This is an optimization exercise on Yosys and OpenROAD, whose aim is small area and a short achievable clock period, not a production implementation.
Function was checked by simulation only, so behaviour that the tests miss may differ from the original.
Power figures rest on the tool's default switching activity, not on a simulated workload.

==> design/flow/design.v <==
package fifo_pkg;
  localparam int DEF_AE_THRESH = 1;
  localparam int DEF_AF_MARGIN = 2;
  function automatic integer fill_width(input integer lgflen);
    fill_width = lgflen + 1;
  endfunction
  function automatic integer def_af_thresh(input integer lgflen);
    integer depth;
    depth = 1 << lgflen;
    def_af_thresh = (depth > DEF_AF_MARGIN) ? depth - DEF_AF_MARGIN : depth;
  endfunction
endpackage
module fifo_mem #(
  parameter int W  = 16,
  parameter int AW = 7,
  parameter int LO = 3,
  parameter int NB = 4
) (
  input  logic                  clk,
  input  logic [2**LO-1:0]      wr_lo,
  input  logic [2**(AW-LO)-1:0] wr_hi,
  input  logic [W-1:0]          wr_data,
  input  logic [2**AW/NB-1:0]   rd_row,
  output logic [NB*W-1:0]       rd_data
);
  localparam int DEPTH = 2 ** AW;
  localparam int NL    = 2 ** LO;
  logic [W-1:0] mem [DEPTH];
  always_ff @(posedge clk) begin
    for (int i = 0; i < DEPTH; i++) begin
      if (wr_lo[i % NL] && wr_hi[i / NL]) begin
        mem[i] <= wr_data;
      end
    end
  end
  always_comb begin
    for (int b = 0; b < NB; b++) begin
      rd_data[b*W +: W] = '0;
      for (int i = b; i < DEPTH; i += NB) begin
        rd_data[b*W +: W] = rd_data[b*W +: W] | (mem[i] & {W{rd_row[i / NB]}});
      end
    end
  end
endmodule
module stream_fifo #(
  parameter int W         = 16,
  parameter int LGFLEN    = 7,
  parameter int AF_THRESH = fifo_pkg::def_af_thresh(LGFLEN),
  parameter int AE_THRESH = fifo_pkg::DEF_AE_THRESH
) (
  input  logic                          clk,
  input  logic                          rst_n,
  input  logic                          flush,
  input  logic [W-1:0]                  s_data,
  input  logic                          s_valid,
  output logic                          s_ready,
  output logic [W-1:0]                  m_data,
  output logic                          m_valid,
  input  logic                          m_ready,
  output logic [fifo_pkg::fill_width(LGFLEN)-1:0] fill,
  output logic                          almost_full,
  output logic                          almost_empty
);
  localparam int DEPTH = 2 ** LGFLEN;
  localparam int FW    = fifo_pkg::fill_width(LGFLEN);
  localparam int NB    = 4;                 
  if (W < 1) begin : g_bad_w
    $error("stream_fifo: W must be >= 1");
  end
  if (LGFLEN < 3) begin : g_bad_lgflen
    $error("stream_fifo: LGFLEN must be >= 3");
  end
  if (AF_THRESH < 1 || AF_THRESH > DEPTH) begin : g_bad_af
    $error("stream_fifo: AF_THRESH must be within 1..DEPTH");
  end
  if (AE_THRESH < 0 || AE_THRESH > DEPTH - 1) begin : g_bad_ae
    $error("stream_fifo: AE_THRESH must be within 0..DEPTH-1");
  end
  localparam int LO = LGFLEN / 2;
  localparam int NL = 2 ** LO;
  localparam int NH = 2 ** (LGFLEN - LO);
  logic [NL-1:0]     wr_lo;
  logic [NH-1:0]     wr_hi;
  localparam int NR = DEPTH / NB;            
  logic [NR-1:0]     rd_row;    
  logic [NB-1:0]     rd_bank;   
  logic [NB-1:0]     wr_bank;   
  logic [NB*W-1:0]   bank_rd;
  logic [W-1:0]      win [NB];
  logic [W-1:0]      win_head;
  logic              do_write, do_read, up, dn;
  logic              one;       
  logic              tail_in_win;
  logic              tw0, tw1;    
  logic              full, n_ae;
  assign s_ready      = !full;
  assign almost_empty = !n_ae;
  assign do_write = s_valid && s_ready;
  assign do_read  = m_ready && m_valid;
  assign up       = !flush && do_write && !do_read;
  assign dn       = !flush && do_read && !do_write;
  assign one      = m_valid && (fill <= FW'(1));
  always_comb begin
    for (int b = 0; b < NB; b++) begin
      wr_bank[b] = 1'b0;
      for (int i = b; i < NL; i += NB) wr_bank[b] = wr_bank[b] | wr_lo[i];
    end
  end
  assign tail_in_win = do_read ? tw1 : tw0;
  fifo_mem #(
    .W  (W),
    .AW (LGFLEN),
    .LO (LO),
    .NB (NB)
  ) u_mem (
    .clk     (clk),
    .wr_lo   (wr_lo),
    .wr_hi   (wr_hi),
    .wr_data (s_data),
    .rd_row  (rd_row),
    .rd_data (bank_rd)
  );
  always_ff @(posedge clk or negedge rst_n) begin
    if (!rst_n) begin
      wr_lo   <= NL'(1);
      wr_hi   <= NH'(1);
      rd_row  <= NR'(1) << ((NB + 1) / NB);
      rd_bank <= NB'(2);
    end else if (flush) begin
      wr_lo   <= NL'(1);
      wr_hi   <= NH'(1);
      rd_row  <= NR'(1) << ((NB + 1) / NB);
      rd_bank <= NB'(2);
    end else begin
      if (do_write) begin
        wr_lo <= {wr_lo[NL-2:0], wr_lo[NL-1]};
        if (wr_lo[NL-1]) wr_hi <= {wr_hi[NH-2:0], wr_hi[NH-1]};
      end
      if (do_read) begin
        if (rd_bank[NB-1]) rd_row <= {rd_row[NR-2:0], rd_row[NR-1]};
        rd_bank <= {rd_bank[NB-2:0], rd_bank[NB-1]};
      end
    end
  end
  always_ff @(posedge clk) begin
    for (int b = 0; b < NB; b++) begin
      if (tail_in_win && wr_bank[b]) begin
        win[b] <= s_data;
      end else if (do_read && rd_bank[b]) begin
        win[b] <= bank_rd[b*W +: W];
      end
    end
  end
  always_comb begin
    win_head = '0;
    for (int b = 0; b < NB; b++) begin
      win_head = win_head | (win[b] & {W{rd_bank[b]}});
    end
  end
  always_ff @(posedge clk or negedge rst_n) begin
    if (!rst_n) begin
      m_data <= '0;
    end else if (!m_valid || (one && m_ready)) begin
      m_data <= s_data;
    end else if (m_ready) begin
      m_data <= win_head;
    end
  end
  always_ff @(posedge clk or negedge rst_n) begin
    if (!rst_n) begin
      fill         <= '0;
      m_valid      <= 1'b0;
      full         <= 1'b0;
      almost_full  <= 1'b0;
      n_ae         <= 1'b0;
      tw0          <= 1'b0;
      tw1          <= 1'b0;
    end else if (flush) begin
      fill         <= '0;
      m_valid      <= 1'b0;
      full         <= 1'b0;
      almost_full  <= 1'b0;
      n_ae         <= 1'b0;
      tw0          <= 1'b0;
      tw1          <= 1'b0;
    end else if (up) begin
      fill         <= fill + FW'(1);
      m_valid      <= 1'b1;
      full         <= (fill >= FW'(DEPTH - 1));
      almost_full  <= (fill >= FW'(AF_THRESH - 1));
      n_ae         <= (fill >= FW'(AE_THRESH));
      tw0          <= (fill <= FW'(NB - 1));
      tw1          <= (fill >= FW'(1) && fill <= FW'(NB));
    end else if (dn) begin
      fill         <= fill - FW'(1);
      m_valid      <= (fill > FW'(1));
      full         <= 1'b0;
      almost_full  <= (fill > FW'(AF_THRESH));
      n_ae         <= (fill > FW'(AE_THRESH + 1));
      tw0          <= (fill >= FW'(2) && fill <= FW'(NB + 1));
      tw1          <= (fill >= FW'(3) && fill <= FW'(NB + 2));
    end
  end
endmodule
==> design/flow/run.sh <==
#!/bin/bash
# synth_recipe.tcl (not shown) runs the flow's synth.tcl, then flattens the netlist and writes it again
# the make line also repeats each setting of config.mk as NAME=value (left out here)
make -C /OpenROAD-flow-scripts/flow DESIGN_CONFIG=/design/flow/config.mk WORK_HOME=/design/flow/orfs CLKGATE_MAP_FILE= SYNTH_SCRIPT=/design/flow/synth_recipe.tcl finish
==> design/flow/config.mk <==
export PLATFORM = sky130hd
export DESIGN_NAME = stream_fifo
export DESIGN_NICKNAME = stream_fifo
export VERILOG_FILES = /design/flow/design.v
export SDC_FILE = /design/flow/constraint.sdc
export NUM_CORES = 4
export LEC_CHECK = 0
export CAP_MARGIN = 20
export CORE_MARGIN = 2
export CORE_UTILIZATION = 50
export CTS_CLUSTER_DIAMETER = 80
export CTS_CLUSTER_SIZE = 25
export SETUP_SLACK_MARGIN = 2.6
export SLEW_MARGIN = 20
==> design/flow/constraint.sdc <==
create_clock -name core_clock -period 5.0 [get_ports {clk}]
set_input_delay 1.0000 -clock core_clock [delete_from_list [all_inputs] [get_ports {clk}]]
set_output_delay 1.0000 -clock core_clock [all_outputs]
set_load 0.01 [all_outputs]
==> results.txt, run 1 <==
The number of enable flip-flop cells after synthesis is 2112, and the count of buffers from port buffering is 48. The worst-case clock skew was 0.0432 ns. In the final timing run, aggregate negative setup slack is 0 ns.

The run gives 0 as the count of nets left with antenna violations after detail routing. No sink is reached through more buffers than the 3 on the longest clock path. The run gives 2202 as the total clock sinks.

Of all cell types, the one taking the most synthesized area is sky130_fd_sc_hd__edfxtp_1. The post-route minimum period came out at 2.56 ns. The combinational share of power is 0.024. For the worst flop-to-flop path, the logic depth is 5. The core utilization of the finished layout is 0.573, and the biggest fanout along the worst timing path is 37.

At the worst endpoint, the arrival time is 3.09 ns. From synthesis to final layout, the design area changed by 13.7%. The clock reaches the later pin of the worst-skew pair after 0.78 ns.

The synthesized-area fraction occupied by and/or/nand/nor cells works out to 0.0436. Among cell families on the critical path, the largest total delay comes from simple AND/OR/NAND/NOR gates. The tools report the setup violation total in the final timing report as 0.

The register clock-pin slew on the reported worst setup and hold paths was 0.11 ns. The largest individual stage delay along the critical path comes from the cell sky130_fd_sc_hd__or4_4. The slew at the pin closest to its max-slew limit works out to 1.21 ns.

The fraction of the cycle the final worst path needs is 0.511. Logic depth of the worst setup path including buffers: 5. The leading cell type in the layout, fill and taps excluded was sky130_fd_sc_hd__edfxtp_1.

The tools report the starting density of the core as 0.504. The run gives 1.61 ns as the pre-CTS setup slack. Setup repair after global routing could not meet its margin everywhere. The fraction of synthesized cell area taken by the top area cell type is 0.793. The tools report the sequential share of the synthesized area as 0.821. The worst flop-to-flop path endpoint is win[3][6]$_DFFE_PP_. The proportion of power drawn by the clock network is 0.321, and the number of nets in the layout is 4564. The flow ran to the end and the layout has no timing, DRC or antenna violations.

When the netlist entered floorplanning its net count stood at 4349. At the end of routability-driven placement, the weighted congestion stood at 0.862. The number of I/O pins is 49, and the area of the core is 159000 um2. The dominant combinational cell family by area after synthesis was compound AO/OA/AOI/OAI gates.

Leakage dissipation: 27.9 nW. The run gives 2.44 ns as the final worst-path setup slack. Dividing the detail-routed via count by the number of cells gives 7.41. The tools report the violation count after the first detailed-route iteration as 11000.

The mux cell area share after synthesis works out to 0.00954. The estimated wirelength of the detail-placed design is 134000 um. The startpoint identified for the worst register-to-register timing path is rd_row[5]$_DFFE_PN0P_. For this run, the leading register cell type out of synthesis is sky130_fd_sc_hd__edfxtp_1.

The adder-cell area share of the yosys netlist was 0.000626; the total count of hold-check failures in the final report was 0. For this run, design rule violations remaining after detail routing come to 0. The cell area after synthesis was 80000 um2. For the number of standard cells after synthesis, the log shows 4324. The run gives 6 as the length of the first detailed-routing pass in iterations.

The signal on the critical path passes through buf_12 > a22oi_1 > nand4_1 > or4_4 > mux2_4. The synthesized-area fraction occupied by xor and xnor cells is 0.000219, and the internal power consumption is 24.6 mW. Portion of total power attributed to sequential cells: 0.655. Summing over every cut layer, the via total after detailed routing is 49400.

The Yosys step of the flow raised 4 warnings. The number of global-route vias before repair came out at 44200. The die covers 163000 um2. The power density over the cells works out to 342 nW/um2. For the critical path data required time, the log shows 5.54 ns.

Start-to-end type of the worst setup path: reg -> reg. Per-cell routed wire length: 45.8 um. In this run the horizontal extent of the chip is 404 um. The first global-routing pass estimated 395000 um of wire.

The max capacitance violation total came out at 0. The top cell types in the final layout, fill and taps aside, are sky130_fd_sc_hd__edfxtp_1, sky130_fd_sc_hd__a22oi_1, sky130_fd_sc_hd__nand4_1. The worst hold path belongs to the class in -> async.

Entering global routing, the biggest net connects 102 pins. Buffers inserted during clock tree synthesis total 103. VDD sags by at most 0.250 mV.

The most critical setup path has its endpoint at win[3][6]$_DFFE_PP_. On the worst path, the slowest cell contributes a delay of 0.63 ns. The switching share of power is 0.207, and the maximum frequency from static timing analysis is 0.391 GHz. Dividing the synthesized area by the synthesized cell count gives 18.5 um2. The reg-to-reg setup timing slack is 2.44 ns, and the depth of the CTS H-tree is 3. The worst slew margin relative to its limit came out at 0.192.

The worst setup path is captured at a flip-flop. The fraction of synthesis flops using an asynchronous set or reset pin was 0.0409; the combined buffer and inverter count along the critical path was 1. The die extent in y is 404 um, and the distinct cell type count after synthesis is 50. The routed wire length is 306000 um.

Initial antenna violation count: 16. The fraction of layout cells with a size suffix above 1 is 0.200, and the number of synthesized register bits is 2202. Sorting the synthesized cells by area gives the leading types as sky130_fd_sc_hd__edfxtp_1, sky130_fd_sc_hd__a22oi_1, sky130_fd_sc_hd__dfrtp_1, sky130_fd_sc_hd__nand4_1, sky130_fd_sc_hd__and2_1. TritonCTS built the clock tree. The total overflow left after global routing is 0.

The global router's overall resource usage was 0.363; the power spent charging and discharging nets was 6.42 mW. Clock tree synthesis selected as its root buffer the cell sky130_fd_sc_hd__clkbuf_16. The final-report max-slew violation count is 0.

The tools report the start point of the critical path as rd_row[5]$_DFFE_PN0P_. The worst setup path is launched from a flip-flop. The area fraction in compound gates after synthesis is 0.111. The number of placement rows is 146.
-- registers in the layout, indices dropped and copies added, names as in the netlist --
signal / cells
almost_full: 1
fill: 8
full: 1
m_data: 16
m_valid: 1
n_ae: 1
rd_bank: 4
rd_row: 32
tw0: 1
tw1: 1
u_mem.mem: 2048
win: 64
wr_hi: 16
wr_lo: 8
-- cells in the mapped netlist, types with 9 or more instances --
master / n
sky130_fd_sc_hd__inv_1: 9
sky130_fd_sc_hd__clkbuf_1: 196
sky130_fd_sc_hd__a22oi_1: 1057
sky130_fd_sc_hd__a221o_2: 13
sky130_fd_sc_hd__buf_1: 77
sky130_fd_sc_hd__nor3_1: 16
sky130_fd_sc_hd__dfrtp_1: 86
sky130_fd_sc_hd__mux2_2: 66
sky130_fd_sc_hd__or4_1: 65
sky130_fd_sc_hd__nand2_1: 72
sky130_fd_sc_hd__and2_1: 130
sky130_fd_sc_hd__nand4_1: 257
sky130_fd_sc_hd__a22o_1: 31
sky130_fd_sc_hd__a21oi_1: 47
sky130_fd_sc_hd__edfxtp_1: 2112
sky130_fd_sc_hd__nor2_1: 10
-- power by group through the flow --
| stage | combinational [mW] | sequential [mW] | clock, mW |
|---|---|---|---|
| after global placement | 0.625 | 20.8 | 0 |
| after CTS | 0.689 | 20.3 | 9.87 |
| after floorplan | 0.215 | 20.7 | 0 |
| final | 0.730 | 20.3 | 9.98 |
| after global routing | 0.754 | 20.3 | 10.5 |
| after detailed placement | 0.644 | 20.8 | 0 |
-- final cells by class --
type / count / area [um2]
fill: 11700 / 67700
tap: 2072 / 2590
clock buffer: 125 / 2760
multi-input combinational: 1831 / 14300
antenna: 16 / 40.0
clock inverter: 23 / 310
sequential: 2202 / 65800
inverter: 9 / 33.8
timing repair buffer: 392 / 5040
-- worst min path at each step --
stage | slack [ns] | depth (start not counted) | end | start
2_1_floorplan | 0.48 | 2 | tw1$_DFFE_PN0P_ | tw1$_DFFE_PN0P_
3_3_place_gp | 0.47 | 2 | m_data[14]$_DFFE_PN0P_ | m_data[14]$_DFFE_PN0P_
3_5_place_dp | 0.48 | 2 | m_data[14]$_DFFE_PN0P_ | m_data[14]$_DFFE_PN0P_
4_1_cts | 0.25 | 1 | m_data[14]$_DFFE_PN0P_ | rst_n
5_1_grt | 0.32 | 1 | m_data[14]$_DFFE_PN0P_ | rst_n
6_report | 0.26 | 1 | fill[7]$_DFFE_PN0P_ | rst_n
-- metal layers --
layer	part of all wire	track usage
met4	0.049	0.148
met5	0.00020	0
met1	0.35	0.506
met3	0.16	0.0988
met2	0.44	0.543
-- cells by family (layout without fill, tap and decap cells) --
| group | after synthesis | count (layout) |
|---|---|---|
| flops | 2202 | 2202 |
| compound gates | 1178 | 1178 |
| simple gates | 578 | 579 |
| buf+inv | 292 | 549 |
| mux | 68 | 68 |
| fa+ha+maj | 4 | 4 |
| xor+xnor | 2 | 2 |
| other cells | 0 | 16 |
-- timing repair --
action / CTS / global route
gates resized for setup: 305 / 199
cloned: 6 / 15
buffers inserted: 153 / 30
hold buffers: 0 / 0
pin swaps: 31 / 107
endpoints found under the setup margin: 170 / 152
-- per-stage QoR --
stage	hold slack [ns]	cells	cell area, um2	power [mW]
global route	0.317	6655	90900	31.6
floorplan	0.478	4324	80100	20.9
finish	0.261	6670	90900	31.0
global placement	0.470	6301	83300	21.4
CTS	0.249	6608	89100	30.9
detailed placement	0.475	6301	83300	21.4
==> run 2: changes to the inputs <==
--- a/design/flow/config.mk
+++ b/design/flow/config.mk
@@ -9,3 +9,3 @@
 export CORE_MARGIN = 2
-export CORE_UTILIZATION = 50
+export CORE_UTILIZATION = 40
 export CTS_CLUSTER_DIAMETER = 80
==> run 2 against run 1 <==
Compared with the run above:
- synthesized cell count is the same
- clock power shrank 6.2%
- register-to-register slack gained 0.02 ns
- still clean
- cell count grew 9.4%
- worst hold slack gained 0.011 ns
- largest cell class unchanged
- sequential share of layout area shrank 0.99 points
- largest power group unchanged
- first-iteration DRC count shrank 12%
- non-clock buffer count grew 54
- critical endpoint is now win[3][2]$_DFFE_PP_
- highest routed layer unchanged
- global-route usage shrank 7.7 points
- combinational power grew 2%
- fmax grew 0.73%
==> results.txt, run 2 <==
The setup violation total in the final timing report was 0 (unchanged). Power density over the cells: 330 nW/um2 (-3.3%). The number of enable flip-flop cells after synthesis was 2112 (unchanged). Traced cell by cell, the critical path runs through buf_12 > buf_16 > buf_4 > a22oi_1 > nand4_1 > or4_4 > mux2_2. The largest individual stage delay along the critical path comes from the cell sky130_fd_sc_hd__dfrtp_4. The run gives 305000 um (-0.14%) as the routed wire length. Leaving out fill and tap cells, the most frequent cell in the layout is sky130_fd_sc_hd__edfxtp_1. Critical path arrival: 3.07 ns (-0.02 ns).

The tools report the final worst-path setup slack as 2.46 ns (+0.0185 ns). The cell total after placement is 6896 (+9.4%), and the mean instance size in the synthesized netlist is 18.5 um2 (unchanged). The depth of the CTS H-tree is 3 (unchanged).

The number of standard cells after synthesis is 4324 (unchanged). The number of buffers on the longest clock path was 3 (unchanged); the number of placement rows was 164 (+12%). The fraction of layout cells with a size suffix above 1 is 0.214 (+0.0138), and the number of nets produced by synthesis is 4349 (unchanged). The run gives 49500 (+0.069%) as the overall via count from detail_route. For the total count of hold-check failures in the final report, the log shows 0 (unchanged).

The tools report the reg-to-reg setup timing slack as 2.46 ns (+0.02 ns). The number of synthesized register bits came out at 2202 (unchanged). The core utilization of the finished layout is 0.463 (-0.111). Compared with the post-synthesis result, the final layout area differs by 15.2%. The worst slew margin relative to its limit came out at 0.170 (-0.0215). Critical path data required time: 5.53 ns (about the same).

The leftover overflow at the end of global routing is 0 (unchanged). The fraction of synthesis flops using an asynchronous set or reset pin works out to 0.0409 (unchanged). The post-route minimum period works out to 2.54 ns (-0.0185 ns). The starting density of the core came out at 0.401 (-0.103). The largest area contributor in the netlist is sky130_fd_sc_hd__edfxtp_1. The worst setup path is of the reg -> reg kind. The flow ran to the end and the layout has no timing, DRC or antenna violations. The tools report the pin count of the biggest net entering global routing as 103 (+0.98%). The fraction of the cycle the final worst path needs is 0.507 (-0.00371). By instance count, the leading cell after synthesis is sky130_fd_sc_hd__edfxtp_1. TritonCTS built the clock tree. The slew at the pin closest to its max-slew limit was 1.24 ns (+0.0322 ns); the post-placement cell area was 84000 um2 (+0.95%). The commonest cells after synthesis are sky130_fd_sc_hd__edfxtp_1, sky130_fd_sc_hd__a22oi_1, sky130_fd_sc_hd__nand4_1. The cell area after layout was 92200 um2 (+1.4%); the sequential share of the synthesized area was 0.821 (unchanged). The top cell types in the final layout, fill and taps aside, are sky130_fd_sc_hd__edfxtp_1, sky130_fd_sc_hd__a22oi_1, sky130_fd_sc_hd__nand4_1. The path category of the worst min-delay check is in -> async. The final worst hold slack is 0.271 ns (+0.0108 ns), and the number of flip-flops under the largest register name is 2048 (unchanged).

The post-route total power came out at 30.4 mW (-1.9%). For the max capacitance violation total, the log shows 0 (unchanged). The number of buffers inserted during clock tree synthesis came out at 98 (-4.9%). After synthesis, the cell types taking the most area are sky130_fd_sc_hd__edfxtp_1, sky130_fd_sc_hd__a22oi_1, sky130_fd_sc_hd__dfrtp_1, sky130_fd_sc_hd__nand4_1, sky130_fd_sc_hd__and2_1.

The per-cell routed wire length works out to 41.9 um (-8.7%). The logs give 0 (unchanged) for the final-report max-slew violation count and 9637 (-12%) for the violation count after the first detailed-route iteration. The run gives 2202 (unchanged) as the total clock sinks. Die extent in y: 451 um (+12%). The estimated wirelength of the detail-placed design is 137000 um (+2.4%).

The sort of element at the end of the critical path is a flip-flop. Cell area after synthesis: 80000 um2 (unchanged). The critical path ends at win[3][2]$_DFFE_PP_. The startpoint identified for the worst register-to-register timing path is rd_row[0]$_DFFE_PN0P_. The tools report the warning count from the yosys run as 4 (unchanged). Logic depth of the worst setup path including buffers: 7 (+2).

The tools report the first-pass GRT wire length as 396000 um (+0.21%). The largest registers in the layout are u_mem.mem: 2048 flops, win: 64 flops, rd_row: 32 flops. The dominant synthesized flop cell was sky130_fd_sc_hd__edfxtp_1. The pre-CTS setup slack was 1.62 ns (+0.00644 ns). The final cell count without fillers is 7295 (+9.4%), and the maximum frequency from static timing analysis is 0.394 GHz (+0.73%). The number of remaining DRC errors is 0 (unchanged), and the global router's overall resource usage is 0.285 (-0.0771).

Longest individual stage delay on the worst path: 0.61 ns (-0.02 ns). The register name with the most flops was u_mem.mem. For the area of the core, the log shows 199000 um2 (+26%). The average vias per placed instance was 6.78 (-8.5%).

The clock root buffer is sky130_fd_sc_hd__clkbuf_16. The largest vdd supply drop was 0.272 mV (+8.6%). The largest delay contributor family on the critical path was simple AND/OR/NAND/NOR gates. For the total die area, the log shows 204000 um2 (+25%).

The total negative setup slack is 0 ns (unchanged), and the register clock-pin slew on the reported worst setup and hold paths is 0.11 ns (about the same). Cts-stage hold buffer count: 0 (unchanged). The run gives 0.843 (-2.2%) as the final weighted congestion in routability-driven placement.

The tools report the kind of start point of the critical path as a flip-flop. The start point of the critical path was rd_row[0]$_DFFE_PN0P_. The worst flop-to-flop path endpoint was win[3][2]$_DFFE_PP_.

The combined buffer and inverter count along the critical path is 3 (+2), and the fraction of synthesized cell area taken by the top area cell type is 0.793 (unchanged). The leakage dissipation is 28.1 nW (+0.94%), and the worst-case clock skew is 0.0441 ns (+0.000899 ns). The number of nets in the layout was 4614 (+1.1%). The floorplan die width came out at 451 um (+12%). The count of nets left with antenna violations after detail routing was 0 (unchanged); the initial antenna violation count was 13 (-3). The tools report the clock latency reported for the late side of the worst-skew pair as 0.78 ns (about the same). Distinct cell type count after synthesis: 50 (unchanged). The biggest fanout along the worst timing path works out to 5 (-86%). The number of I/O pins is 49 (unchanged), and the count of buffers from port buffering is 48 (unchanged).

Setup repair after global routing could not meet its margin everywhere. The number of global-route vias before repair was 44800 (+1.5%). The length in cells of the worst reg-to-reg path works out to 7 (+2).

The length of the first detailed-routing pass in iterations was 6 (unchanged).
==> run 2: cell families after synthesis <==
family,synth area share
simple gates,0.0436
fa+ha+maj,0.000626
xor+xnor,0.000219
buf+inv,0.0141
compound gates,0.111
mux,0.00954
flops,0.821
==> run 2: repair_timing <==
action	4_1_cts	5_1_grt
buffers inserted	175	45
pin swaps	49	123
cloned	12	15
endpoints found under the setup margin	183	173
resized for setup	370	211
==> run 2: area by class of cell <==
class,instances,area [um2]
antenna,12,30.0
clock buffer,133,2690
clock inverter,5,40.0
fill,16400,107000
inverter,9,33.8
multi-input combinational,1832,14600
sequential,2202,65800
tap,2656,3320
timing repair buffer,446,5660
==> run 2: layer usage <==
metal	GRT usage	routed length, um	part of all wire
met5	0	87	0.00028
met4	0.140	16900	0.055
met3	0.0770	45000	0.15
met2	0.432	136000	0.45
met1	0.381	107000	0.35
==> run 2: worst min-delay path by stage <==
stage / from / endpoint / slack [ns] / depth (start not counted)
finish: rst_n / fill[5]$_DFFE_PN0P_ / 0.27 / 1
global placement: m_data[13]$_DFFE_PN0P_ / m_data[13]$_DFFE_PN0P_ / 0.47 / 2
floorplan: tw1$_DFFE_PN0P_ / tw1$_DFFE_PN0P_ / 0.48 / 2
detailed placement: m_data[13]$_DFFE_PN0P_ / m_data[13]$_DFFE_PN0P_ / 0.49 / 2
CTS: rst_n / fill[5]$_DFFE_PN0P_ / 0.26 / 1
global route: rst_n / fill[7]$_DFFE_PN0P_ / 0.33 / 1
==> run 2: power breakdown <==
group | switching (mW) | internal, mW
sequential | 0.0771 | 20.3
combinational | 0.549 | 0.197
clock | 5.58 | 3.78
==> run 3: changes to the inputs <==
--- a/design/flow/design.v
+++ b/design/flow/design.v
@@ -159,6 +159,4 @@
   end
-  always_ff @(posedge clk or negedge rst_n) begin
-    if (!rst_n) begin
-      m_data <= '0;
-    end else if (!m_valid || (one && m_ready)) begin
+  always_ff @(posedge clk) begin
+    if (!m_valid || (one && m_ready)) begin
       m_data <= s_data;
==> design/flow/flow/run.sh (new file) <==
#!/bin/bash
set -euo pipefail
bash standard.sh \
  "CTS_ARGS=-sink_clustering_enable -repair_clock_nets -sink_clustering_size 25 -sink_clustering_max_diameter 80 -dont_use_dummy_load" \
  finish > make.log 2>&1
==> design/flow/standard.sh (new file) <==
#!/bin/bash
# synth_recipe.tcl (not shown) runs the flow's synth.tcl, then flattens the netlist and writes it again
# the make line also repeats each setting of config.mk as NAME=value (left out here)
make -C /OpenROAD-flow-scripts/flow DESIGN_CONFIG=/design/flow/config.mk WORK_HOME=/design/flow/orfs CLKGATE_MAP_FILE= SYNTH_SCRIPT=/design/flow/synth_recipe.tcl "${@:-finish}"
--- a/design/flow/config.mk
+++ b/design/flow/config.mk
@@ -9,3 +9,3 @@
 export CORE_MARGIN = 2
-export CORE_UTILIZATION = 40
+export CORE_UTILIZATION = 50
 export CTS_CLUSTER_DIAMETER = 80
removed: design/flow/run.sh
==> run 3 against run 2 <==
Compared with the run above:
- routed wire length fell by 3.5%
- combinational power down 9.5%
- register-to-register slack better by 0.12 ns
- worst hold slack better by 0.14 ns
- die area is 20% lower
- cell count decreased by 8.5%
- global-route usage grew 7.2 points
- core utilization increased by 9.7 points
- sequential share of layout area is 3.0 points higher
- via count decreased by 0.73%
==> results.txt, run 3 <==
The violation count after the first detailed-route iteration came out at 10100 (+5.3%). Setup repair after global routing could not meet its margin everywhere. The cell area after layout is 88500 um2 (-4.0%), and the fraction of synthesis flops using an asynchronous set or reset pin is 0.0336 (-0.00727).

The final worst hold slack is 0.414 ns (+0.143 ns). The final worst-path setup slack was 2.53 ns (+0.0660 ns). The run gives 102 (+4.1%) as the number of buffers inserted during clock tree synthesis. The mean instance size in the synthesized netlist works out to 18.1 um2 (-2.0%). Among cell families on the critical path, the largest total delay comes from flip-flops. The logs give 4392 (+1.6%) for the number of standard cells after synthesis and 0.76 ns (-0.02 ns) for the clock latency reported for the late side of the worst-skew pair.

The logs give 1.50 ns (-0.123 ns) for the pre-CTS setup slack and 3 (unchanged) for the depth of the CTS H-tree. The distinct cell type count after synthesis is 43 (-14%). Critical-path cell with the highest stage delay: sky130_fd_sc_hd__edfxtp_1. The capture point of the critical path is m_data[10]. Pin count of the biggest net entering global routing: 103 (unchanged).

The area of combinational cells with multiple inputs came out at 13500 um2 (-7.0%). The number of buffers on the longest clock path was 3 (unchanged). Logic depth of the worst setup path including buffers: 1 (-6). The tools report the post-placement cell area as 83400 um2 (-0.80%). The fraction of layout cells with a size suffix above 1 works out to 0.137 (-0.0771). For the starting density of the core, the log shows 0.503 (+0.102). The run gives 0 (unchanged) as the max capacitance violation total. The number of placement rows was 146 (-11%); the fraction of synthesized cell area taken by the top area cell type was 0.803 (+0.00957). The global-route track usage on met2 came out at 0.530 (+0.0977).

The run gives 0.225 mV (-17%) as the largest vdd supply drop. The flow ran to the end and the layout has no timing, DRC or antenna violations. The length in cells of the worst reg-to-reg path is 5 (-2). The number of remaining DRC errors is 0 (unchanged), and the die extent in y is 403 um (-11%). The worst flop-to-flop path endpoint was win[3][0]$_DFFE_PP_. The total clock sinks is 2202 (unchanged). The biggest fanout along the worst timing path works out to 1 (-4). The power density over the cells was 341 nW/um2 (+3.1%). The path category of the worst min-delay check was in -> async. The longest individual stage delay on the worst path was 0.53 ns (-0.08 ns).

The routed wire length was 295000 um (-3.5%); the estimated wirelength of the detail-placed design was 138000 um (+0.66%). For the global router's overall resource usage, the log shows 0.358 (+0.0723). TritonCTS built the clock tree. The critical path data required time came out at 4.00 ns (-1.53 ns).

The sequential share of the synthesized area is 0.826 (+0.00467), and the fraction of the cycle the final worst path needs is 0.494 (-0.0132). In the final layout, the registers with the most flip-flops are u_mem.mem: 2048 flops, win: 64 flops, rd_row: 32 flops. The global routing usage on met3 was 0.102 (+0.0249). The register clock-pin slew on the reported worst setup and hold paths came out at 0.10 ns (about the same).

Total negative setup slack: 0 ns (unchanged). The area occupied by registers was 65900 um2 (+0.11%). Cell total after placement: 6417 (-6.9%). The start-to-end type of the worst setup path was reg -> out. The run gives 158000 um2 (-21%) as the area of the core. The start of the worst register-to-register path was rd_row[31]$_DFFE_PN0P_. The most common cell in the synthesized netlist is sky130_fd_sc_hd__edfxtp_1. The number of synthesized register bits was 2202 (unchanged). The initial antenna violation count is 21 (+8). Start point of the critical path: m_data[10]$_DFFE_PP_. The average vias per placed instance was 7.36 (+8.4%).

Counting instances in the post-synthesis netlist gives the leading cell types as sky130_fd_sc_hd__edfxtp_1, sky130_fd_sc_hd__a22oi_1, sky130_fd_sc_hd__nand4_1. In the layout the commonest cells are sky130_fd_sc_hd__edfxtp_1, sky130_fd_sc_hd__a22oi_1, sky130_fd_sc_hd__nand4_1. The tools report the leftover overflow at the end of global routing as 0 (unchanged). In this run the clock root is driven by a sky130_fd_sc_hd__clkbuf_16. After synthesis, the cell types taking the most area are sky130_fd_sc_hd__edfxtp_1, sky130_fd_sc_hd__a22oi_1, sky130_fd_sc_hd__dfrtp_1, sky130_fd_sc_hd__nand4_1, sky130_fd_sc_hd__and2_1. The run gives 27.0 nW (-4.1%) as the leakage dissipation.

The logs give 11900 (-27%) for the count of filler cells inserted in the layout and 2.58 ns (+0.12 ns) for the reg-to-reg setup timing slack. The logs give 0 (unchanged) for the setup violation total in the final timing report and 0 (unchanged) for the cts-stage hold buffer count. The per-cell routed wire length is 44.1 um (+5.4%), and the first-pass GRT wire length is 391000 um (-1.3%).

The area growth from synthesis to final layout is 11.1%, and the length of the first detailed-routing pass in iterations is 8 (+2). The global routing's busiest layer was met2. Leading cell type in the layout, fill and taps excluded: sky130_fd_sc_hd__edfxtp_1. The worst setup path is launched from a flip-flop.

The maximum frequency from static timing analysis is 0.405 GHz (+2.7%). The post-route minimum period is 2.47 ns (-0.0660 ns). The total count of hold-check failures in the final report is 0 (unchanged), and the combined buffer and inverter count along the critical path is 1 (-2). The met1 layer usage reported by global route is 0.501 (+0.119), and the slew at the pin closest to its max-slew limit is 1.14 ns (-0.105 ns).

The count of buffers from port buffering is 48 (unchanged). The number of nets in the layout is 4622 (+0.17%), and the number of I/O pins is 49 (unchanged). The worst slew margin relative to its limit is 0.240 (+0.0698), and the number of flip-flops under the largest register name is 2048 (unchanged).

The total die area was 162000 um2 (-20%). The dominant synthesized flop cell is sky130_fd_sc_hd__edfxtp_1. The worst-case clock skew is 0.0525 ns (+0.00837 ns). The floorplan die width was 403 um (-11%). The worst setup path is captured at an output pin. Final cell count without fillers: 6678 (-8.5%).

More flip-flops sit in one register than any other, and that register is u_mem.mem. The final-report max-slew violation count was 0 (unchanged); the number of enable flip-flop cells after synthesis was 2128 (+0.76%). The number of global-route vias before repair was 44800 (-0.098%). Walking the worst path, the cells encountered are buf_2. The final weighted congestion in routability-driven placement was 0.852 (+1.0%); the critical path arrival was 1.47 ns (-1.60 ns). The run gives 0 (unchanged) as the count of nets left with antenna violations after detail routing. The tools report the cell area after synthesis as 79600 um2 (-0.44%).

The synthesized design spends more area on one cell type than any other, namely sky130_fd_sc_hd__edfxtp_1. The number of nets produced by synthesis is 4417 (+1.6%), and the overall via count from detail_route is 49100 (-0.73%). The warning count from the yosys run came out at 4 (unchanged).
[run 3: changes by cell type in the layout (fill, tap and decap cells not counted), moves of 21 or more]
cell	previous run	this run
sky130_fd_sc_hd__nor4_4	0	21
sky130_fd_sc_hd__buf_12	101	67
sky130_fd_sc_hd__mux2_4	29	1
sky130_fd_sc_hd__clkbuf_1	30	0
sky130_fd_sc_hd__nor2_1	8	85
sky130_fd_sc_hd__mux2_2	37	0
sky130_fd_sc_hd__a21oi_1	46	124
sky130_fd_sc_hd__nand2_1	67	97
sky130_fd_sc_hd__a22oi_1	885	1052
sky130_fd_sc_hd__buf_6	42	20
sky130_fd_sc_hd__nor4_2	0	21
sky130_fd_sc_hd__a22oi_2	172	6
sky130_fd_sc_hd__or4_4	66	1
sky130_fd_sc_hd__buf_4	220	245
[run 3: per-stage QoR]
step / power (mW) / utilization
detailed placement: 21.4 / 0.527
global placement: 21.4 / 0.527
floorplan: 20.9 / -
CTS: 30.0 / 0.556
global route: 30.7 / 0.559
finish: 30.1 / 0.559
[run 3: timing repair]
action,in CTS,in global routing
resized for setup,191,39
setup buffers,119,21
gates cloned,5,2
pin swaps,8,11
endpoints found under the setup margin,192,104
[run 3: power breakdown]
group | total [mW] | switching [mW] | internal (mW)
Combinational | 0.675 | 0.533 | 0.142
Clock | 9.12 | 5.47 | 3.64
Sequential | 20.3 | 0.0653 | 20.3
Total | 30.1 | 6.07 | 24.1
[run 3: worst min-delay path by stage]
stage | from | to | slack [ns] | depth (start not counted)
global placement | almost_full$_DFFE_PN0P_ | almost_full$_DFFE_PN0P_ | 0.56 | 2
floorplan | tw1$_DFFE_PN0P_ | tw1$_DFFE_PN0P_ | 0.49 | 2
finish | rst_n | rd_row[25]$_DFFE_PN0P_ | 0.41 | 1
detailed placement | almost_full$_DFFE_PN0P_ | almost_full$_DFFE_PN0P_ | 0.55 | 2
global route | rst_n | rd_row[25]$_DFFE_PN0P_ | 0.49 | 1
CTS | rst_n | rd_row[25]$_DFFE_PN0P_ | 0.43 | 1
[run 3: layer usage]
layer	up-vias	wire length, um
li1	18600	-
met1	25500	105000
met5	-	231
met3	716	45600
met2	4337	131000
met4	28	13500
[run 3: area by class of cell]
cell class                 count  area share
multi-input combinational   1914       0.153
timing repair buffer         372      0.0436
clock buffer                 102      0.0288
tap                         2072      0.0293
sequential                  2202       0.745
inverter                       5    0.000212
antenna                       11    0.000311
[run 3: cell families (layout without fill, tap and decap cells)]
group | count (synthesis) | count (layout) | synth area share
other | 0 | 11 | 0
XOR/XNOR | 7 | 7 | 0.000770
buffers and inverters | 283 | 479 | 0.0136
AO/OA/AOI/OAI | 1238 | 1245 | 0.113
AND/OR/NAND/NOR | 656 | 656 | 0.0458
multiplexers | 2 | 2 | 0.000424
adder cells (fa/ha/maj) | 4 | 4 | 0.000629
flip-flops | 2202 | 2202 | 0.826

separate check: timing with driven ports:
The results above use ideal ports. As a check the final layouts listed here were re-extracted and re-timed, cells and wires unchanged.
Step 1 (the two cells are an assumption about what drives the block):
set clk [get_ports {clk}]
set_driving_cell -lib_cell sky130_fd_sc_hd__clkbuf_16 $clk
set_driving_cell -lib_cell sky130_fd_sc_hd__buf_2 [delete_from_list [all_inputs] $clk]
Step 2 adds t to the input delays and takes it off the output delays; t is the mean of the earliest and latest rising clock arrival at the registers after step 1. Input paths then give back, and output paths get back, about the clock's delay inside the block.
Slacks: ideal / step 1 / step 2; pairs: ideal / step 1.
| run | t (ns) | slack for setup (ns) | worst register clock-pin slew, ns | cell pins on the clock port's net |
|---|---|---|---|---|
| run 1 | 0.844 | 2.445 / 2.445 / 1.675 | 0.11 / 0.11 | 1 |
| run 2 | 0.848 | 2.463 / 2.463 / 1.757 | 0.11 / 0.11 | 1 |
| run 3 | 0.825 | 2.529 / 2.436 / 1.810 | 0.11 / 0.11 | 1 |
After both steps setup and hold are still met in every run listed. The setup slack of run 1, which loses most, moves by 0.000 ns with the drivers and by -0.770 ns with both steps.
